From an optimization exercise on the open Yosys and OpenROAD flow, aimed at small area; shortcuts taken in it are not production practice. Function was checked by simulation only, so behaviour that the tests miss may differ from the original. Power is estimated from default activity; no workload was simulated.

==> 05-08: inputs <==
Design dcache_top, start of the top module:
module dcache_top (
    input  logic        CLK,
    input  logic        nRST,
    input  logic        halt_i,
    input  logic        dp_ren_i,
    input  logic        dp_wen_i,
    input  logic [31:0] dp_addr_i,
    input  logic [31:0] dp_store_i,
    output logic        dp_hit_o,
    output logic [31:0] dp_load_o,
    output logic        dp_flushed_o,
    output logic        mem_ren_o,
    output logic        mem_wen_o,
    output logic [31:0] mem_addr_o,
    output logic [31:0] mem_store_o,
    input  logic        mem_dwait_i,
    input  logic [31:0] mem_load_i
);
    localparam logic [2:0] S_LOOK = 3'd0;   
    localparam logic [2:0] S_CHK  = 3'd1;   
    localparam logic [2:0] S_WBX  = 3'd2;   
    localparam logic [2:0] S_FX   = 3'd3;   
    localparam logic [2:0] S_FWR  = 3'd4;   
    localparam logic [2:0] S_DONE = 3'd5;   
    logic [32*32-1:0] dring;
    logic [16*26-1:0] tring;
    logic [15:0]      vring;
    logic [15:0]      xring;   
    logic [7:0]       mring;   
    logic [4:0]  pos;
    logic        sweep;    
    logic [2:0]  st;
  ...
==> module dcache_top, before the edit <==
module dcache_top (
    input  logic        CLK,
    input  logic        nRST,
    input  logic        halt_i,
    input  logic        dp_ren_i,
    input  logic        dp_wen_i,
    input  logic [31:0] dp_addr_i,
    input  logic [31:0] dp_store_i,
    output logic        dp_hit_o,
    output logic [31:0] dp_load_o,
    output logic        dp_flushed_o,
    output logic        mem_ren_o,
    output logic        mem_wen_o,
    output logic [31:0] mem_addr_o,
    output logic [31:0] mem_store_o,
    input  logic        mem_dwait_i,
    input  logic [31:0] mem_load_i
);
    localparam logic [2:0] S_LOOK = 3'd0;   
    localparam logic [2:0] S_CHK  = 3'd1;   
    localparam logic [2:0] S_WBX  = 3'd2;   
    localparam logic [2:0] S_FX   = 3'd3;   
    localparam logic [2:0] S_FWR  = 3'd4;   
    localparam logic [2:0] S_DONE = 3'd5;   
    logic [32*32-1:0] dring;
    logic [16*26-1:0] tring;
    logic [15:0]      vring;
    logic [15:0]      xring;   
    logic [7:0]       mring;   
    logic [4:0]  pos;
    logic        sweep;    
    logic [2:0]  st;
    logic        fl;       
    logic        wd;       
    logic [3:0]  frm;      
    logic        p1;       
    logic [31:0] buf_q;    
    logic [25:0] tag_q;    
    logic [31:0] dh;
    logic [25:0] th;
    logic        vh, xh, mh;
    logic        req, pt_req, match, hit, pt_frm, cap, fill_wr, fill_tag, dwr;
    logic        last;
    assign dh = dring[31:0];
    assign th = tring[25:0];
    assign vh = vring[0];
    assign xh = xring[0];
    assign mh = mring[0];
    assign req    = (dp_ren_i || dp_wen_i) && !sweep;
    assign pt_req = (pos[4] == dp_addr_i[2]) && (pos[2:0] == dp_addr_i[5:3]);
    assign match  = vh && (th == dp_addr_i[31:6]);
    assign hit    = (st == S_LOOK) && req && pt_req && match;
    assign pt_frm = (pos[4] == wd) && (pos[3:0] == frm);
    assign cap    = (st == S_CHK) && pt_frm && (wd || (vh && xh));
    assign fill_wr  = (st == S_FWR) && pt_frm;
    assign fill_tag = fill_wr && wd;
    assign dwr    = (hit && dp_wen_i) || fill_wr;
    assign last   = (frm == 4'd15);
    always_ff @(posedge CLK) begin
        dring <= {(dwr ? ((st == S_LOOK) ? dp_store_i : buf_q) : dh), dring[32*32-1:32]};
        tring <= {(fill_tag ? dp_addr_i[31:6] : th), tring[16*26-1:26]};
        vring <= {(fill_tag || (vh && !sweep)), vring[15:1]};
        xring <= {(fill_tag ? 1'b0 : ((hit && dp_wen_i) ? 1'b1 : xh)), xring[15:1]};
        mring <= {(hit ? pos[3] : (mh && !sweep)), mring[7:1]};
    end
    always_ff @(posedge CLK) begin
        if (cap || ((st == S_FX) && !mem_dwait_i)) begin
            buf_q <= (st == S_FX) ? mem_load_i : dh;
        end
        if (cap) begin
            tag_q <= th;
        end
    end
    always_ff @(posedge CLK, negedge nRST) begin
        if (!nRST) begin
            pos   <= '0;
            sweep <= 1'b1;
            st    <= S_LOOK;
            fl    <= 1'b0;
            wd    <= 1'b0;
            frm   <= '0;
            p1    <= 1'b0;
        end else begin
            pos <= pos + 5'd1;
            if (pos == 5'd15) sweep <= 1'b0;
            case (st)
                S_LOOK: begin
                    if (!sweep) begin
                        if (halt_i) begin
                            st  <= S_CHK;
                            fl  <= 1'b1;
                            frm <= '0;
                            wd  <= 1'b0;
                        end else if (req && pt_req) begin
                            if (match) begin
                                p1 <= 1'b0;
                            end else if (p1) begin
                                p1  <= 1'b0;
                                frm <= {!mh, dp_addr_i[5:3]};
                                wd  <= 1'b0;
                                st  <= S_CHK;
                            end else begin
                                p1 <= 1'b1;
                            end
                        end else if (!req) begin
                            p1 <= 1'b0;
                        end
                    end
                end
                S_CHK: begin
                    if (pt_frm) begin
                        if (wd || (vh && xh)) begin
                            st <= S_WBX;
                        end else if (fl) begin
                            if (last) st <= S_DONE;
                            else      frm <= frm + 4'd1;
                        end else begin
                            st <= S_FX;
                        end
                    end
                end
                S_WBX: begin
                    if (!mem_dwait_i) begin
                        if (!wd) begin
                            wd <= 1'b1;
                            st <= S_CHK;
                        end else begin
                            wd <= 1'b0;
                            if (fl) begin
                                if (last) begin
                                    st <= S_DONE;
                                end else begin
                                    frm <= frm + 4'd1;
                                    st  <= S_CHK;
                                end
                            end else begin
                                st <= S_FX;
                            end
                        end
                    end
                end
                S_FX: begin
                    if (!mem_dwait_i) st <= S_FWR;
                end
                S_FWR: begin
                    if (pt_frm) begin
                        if (wd) begin
                            wd <= 1'b0;
                            st <= S_LOOK;
                        end else begin
                            wd <= 1'b1;
                            st <= S_FX;
                        end
                    end
                end
                default: begin
                end
            endcase
        end
    end
    assign dp_hit_o     = hit;
    assign dp_load_o    = dh;
    assign dp_flushed_o = (st == S_DONE);
    assign mem_wen_o    = (st == S_WBX);
    assign mem_ren_o    = (st == S_FX);
    assign mem_addr_o   = {((st == S_FX) ? dp_addr_i[31:6] : tag_q), frm[2:0], wd, 2'b00};
    assign mem_store_o  = buf_q;
endmodule
make LEC_CHECK=0 ABC_AREA=1 CAP_MARGIN=20 CORE_MARGIN=2 CORE_UTILIZATION=60 CTS_BUF_LIST=sky130_fd_sc_hd__clkbuf_4 CTS_CLUSTER_DIAMETER=30 CTS_CLUSTER_SIZE=10 PLACE_DENSITY=0.75 SETUP_SLACK_MARGIN=0.4 SLEW_MARGIN=20 finish   # period 7.0 ns
run.sh (not shown) runs the stock make flow with config.mk's settings and CLKGATE_MAP_FILE= SYNTH_SCRIPT=/design/flow/synth_recipe.tcl, a recipe that flattens the netlist after the stock synthesis.
==> 10-17 (differences from 05-08) <==
--- a/flow/design.v
+++ b/flow/design.v
@@ -20,9 +20,10 @@
     localparam logic [2:0] S_LOOK = 3'd0;   
     localparam logic [2:0] S_CHK  = 3'd1;   
     localparam logic [2:0] S_WBX  = 3'd2;   
-    localparam logic [2:0] S_FX   = 3'd3;   
-    localparam logic [2:0] S_FWR  = 3'd4;   
-    localparam logic [2:0] S_DONE = 3'd5;   
+    localparam logic [2:0] S_TW   = 3'd3;   
+    localparam logic [2:0] S_FX   = 3'd4;   
+    localparam logic [2:0] S_FWR  = 3'd5;   
+    localparam logic [2:0] S_DONE = 3'd6;   
     logic [32*32-1:0] dring;
     logic [16*26-1:0] tring;
     logic [15:0]      vring;
@@ -40,8 +41,8 @@
     logic [31:0] dh;
     logic [25:0] th;
     logic        vh, xh, mh;
-    logic        req, pt_req, match, hit, pt_frm, cap, fill_wr, fill_tag, dwr;
-    logic        last;
+    logic        req, pt_req, match, hit, pt_frm, pt_tag, last;
+    logic        cap, cap_tag, swap, ld, hold, ws, fw, keep, fill_v;
     assign dh = dring[31:0];
     assign th = tring[25:0];
     assign vh = vring[0];
@@ -51,24 +52,29 @@
     assign pt_req = (pos[4] == dp_addr_i[2]) && (pos[2:0] == dp_addr_i[5:3]);
     assign match  = vh && (th == dp_addr_i[31:6]);
     assign hit    = (st == S_LOOK) && req && pt_req && match;
-    assign pt_frm = (pos[4] == wd) && (pos[3:0] == frm);
-    assign cap    = (st == S_CHK) && pt_frm && (wd || (vh && xh));
-    assign fill_wr  = (st == S_FWR) && pt_frm;
-    assign fill_tag = fill_wr && wd;
-    assign dwr    = (hit && dp_wen_i) || fill_wr;
+    assign pt_tag = (pos[3:0] == frm);
+    assign pt_frm = (pos[4] == wd) && pt_tag;
     assign last   = (frm == 4'd15);
+    assign cap     = (st == S_CHK) && pt_frm;             
+    assign cap_tag = (cap && !wd) || ((st == S_TW) && pt_tag);
+    assign swap    = cap && !wd && !fl;                   
+    assign ld      = (st == S_FX) && !mem_dwait_i;        
+    assign hold    = !(cap || ld);
+    assign ws      = hit && dp_wen_i;                     
+    assign fw      = (st == S_FWR) && pt_frm;             
+    assign keep    = !(ws || fw);
+    assign fill_v  = fw && wd;
     always_ff @(posedge CLK) begin
-        dring <= {(dwr ? ((st == S_LOOK) ? dp_store_i : buf_q) : dh), dring[32*32-1:32]};
-        tring <= {(fill_tag ? dp_addr_i[31:6] : th), tring[16*26-1:26]};
-        vring <= {(fill_tag || (vh && !sweep)), vring[15:1]};
-        xring <= {(fill_tag ? 1'b0 : ((hit && dp_wen_i) ? 1'b1 : xh)), xring[15:1]};
+        dring <= {((dh & {32{keep}}) | (dp_store_i & {32{ws}}) | (buf_q & {32{fw}})),
+                  dring[32*32-1:32]};
+        tring <= {((th & {26{!swap}}) | (dp_addr_i[31:6] & {26{swap}})), tring[16*26-1:26]};
+        vring <= {(fill_v || (vh && !sweep)), vring[15:1]};
+        xring <= {(!fill_v && (ws || xh)), xring[15:1]};
         mring <= {(hit ? pos[3] : (mh && !sweep)), mring[7:1]};
+        buf_q <= (mem_load_i & {32{ld}}) | (dh & {32{cap}}) | (buf_q & {32{hold}});
     end
     always_ff @(posedge CLK) begin
-        if (cap || ((st == S_FX) && !mem_dwait_i)) begin
-            buf_q <= (st == S_FX) ? mem_load_i : dh;
-        end
-        if (cap) begin
+        if (cap_tag) begin
             tag_q <= th;
         end
     end
@@ -116,7 +122,7 @@
                             if (last) st <= S_DONE;
                             else      frm <= frm + 4'd1;
                         end else begin
-                            st <= S_FX;
+                            st <= S_TW;
                         end
                     end
                 end
@@ -135,10 +141,13 @@
                                     st  <= S_CHK;
                                 end
                             end else begin
-                                st <= S_FX;
+                                st <= S_TW;
                             end
                         end
                     end
+                end
+                S_TW: begin
+                    if (pt_tag) st <= S_FX;
                 end
                 S_FX: begin
                     if (!mem_dwait_i) st <= S_FWR;
@@ -164,6 +173,6 @@
     assign dp_flushed_o = (st == S_DONE);
     assign mem_wen_o    = (st == S_WBX);
     assign mem_ren_o    = (st == S_FX);
-    assign mem_addr_o   = {((st == S_FX) ? dp_addr_i[31:6] : tag_q), frm[2:0], wd, 2'b00};
+    assign mem_addr_o   = {tag_q, frm[2:0], wd, 2'b00};
     assign mem_store_o  = buf_q;
 endmodule
==> flow/flow/run.sh (new file) <==
#!/bin/bash
# Standard layout with two changes:
#  - the port buffers are the smallest buffer (buf_1) rather than the cell buffer_ports picks
#    on its own; repair_design still resizes them where timing needs it;
#  - clock tree synthesis adds no dummy loads (the clock tree is balanced by its buffers only).
set -euo pipefail
export BUFFER_PORTS_ARGS="-buffer_cell sky130_fd_sc_hd__buf_1"
export CTS_ARGS="-sink_clustering_enable -repair_clock_nets -dont_use_dummy_load -sink_clustering_size 10 -sink_clustering_max_diameter 30 -buf_list sky130_fd_sc_hd__clkbuf_4"
bash standard.sh > standard_make.log 2>&1
==> flow/standard.sh (new file) <==
#!/bin/bash
# synth_recipe.tcl (not shown) runs the flow's synth.tcl, then flattens the netlist and writes it again
# the make line also repeats each setting of config.mk as NAME=value (left out here)
make -C /OpenROAD-flow-scripts/flow DESIGN_CONFIG=/design/flow/config.mk WORK_HOME=/design/flow/orfs CLKGATE_MAP_FILE= SYNTH_SCRIPT=/design/flow/synth_recipe.tcl "${@:-finish}"
Settings changed: CAP_MARGIN 20 to 0, CTS_BUF_LIST sky130_fd_sc_hd__clkbuf_4 to sky130_fd_sc_hd__clkbuf_8, CTS_CLUSTER_DIAMETER 30 to 50, CTS_CLUSTER_SIZE 10 to 16, SLEW_MARGIN 20 to 0.
removed: flow/run.sh
==> comparison <==
- Between 10-17 and 05-08, the lower critical path depth is in 05-08 (gap 2).
- Between 05-08 and 10-17, the lower clock power is in 10-17 (gap about 24%, measured against 10-17).
- Against 10-17, the die area of 05-08 is higher by 1.6%.
- Against 10-17, the worst setup slack of 05-08 is worse by 0.22 ns.
- Utilization: 05-08 is higher than 10-17 (3.8 points).
- In flip-flop and latch count, 05-08 and 10-17 do not differ.
- Clock skew: 05-08 is lower than 10-17 (0.059 ns).
==> figures <==
	10-17	05-08
Outcome	timing/DRC/antenna clean	timing/DRC/antenna clean
Final hold slack	0.230 ns	0.293 ns
Vias per inst	4.54	4.52
Weighted congestion reported at the end of routability-driven placement	0.878	0.863
Placeable core area	0.0574 sq mm	0.0579 sq mm
Post-Syn Instances	2,246	2,335
Arr. time, crit path	3.46 ns	3.69 ns
Routing usage on met1	0.244	0.240
Buffers outside the clock class	203	202
Largest stage delay on the critical path	0.64 ns	0.57 ns
Mean area per synthesized cell	15.4 sq um	15.1 sq um
Clock buffer and inverter area fraction after layout	0.0390	0.0570
Area of the mapped netlist	0.0347 sq mm	0.0352 sq mm
Post-detailed-routing wire length	51.8 mm	53.5 mm
Die area	0.0597 sq mm	0.0607 sq mm
Peak clock frequency supported by timing	0.206 GHz	0.197 GHz

## re-timing with driven ports
No port has a modelled driver above. Below, the same layouts with a new extraction and two added sets of constraints.
Step 1: set_driving_cell puts a clkbuf_16 on CLK and a buf_2 on each other input, an assumption about the parent block.
Step 2 adds t to the input delays and takes it off the output delays; t is the mean of the earliest and latest rising clock arrival at the registers after step 1. Input paths then give back, and output paths get back, about the clock's delay inside the block.
Slacks: ideal ports / drivers / drivers and shift; pairs: ideal ports / drivers.
run	t, ns	setup slack, ns	worst slew at a driven data input, ns
05-08	1.024	1.914 / 1.875 / 1.875	0.11
10-17	1.009	2.139 / 2.116 / 2.116	0.09
After both steps setup and hold are still met in every run listed. The setup slack of 05-08, which loses most, moves by -0.039 ns with the drivers and by -0.039 ns with both steps.
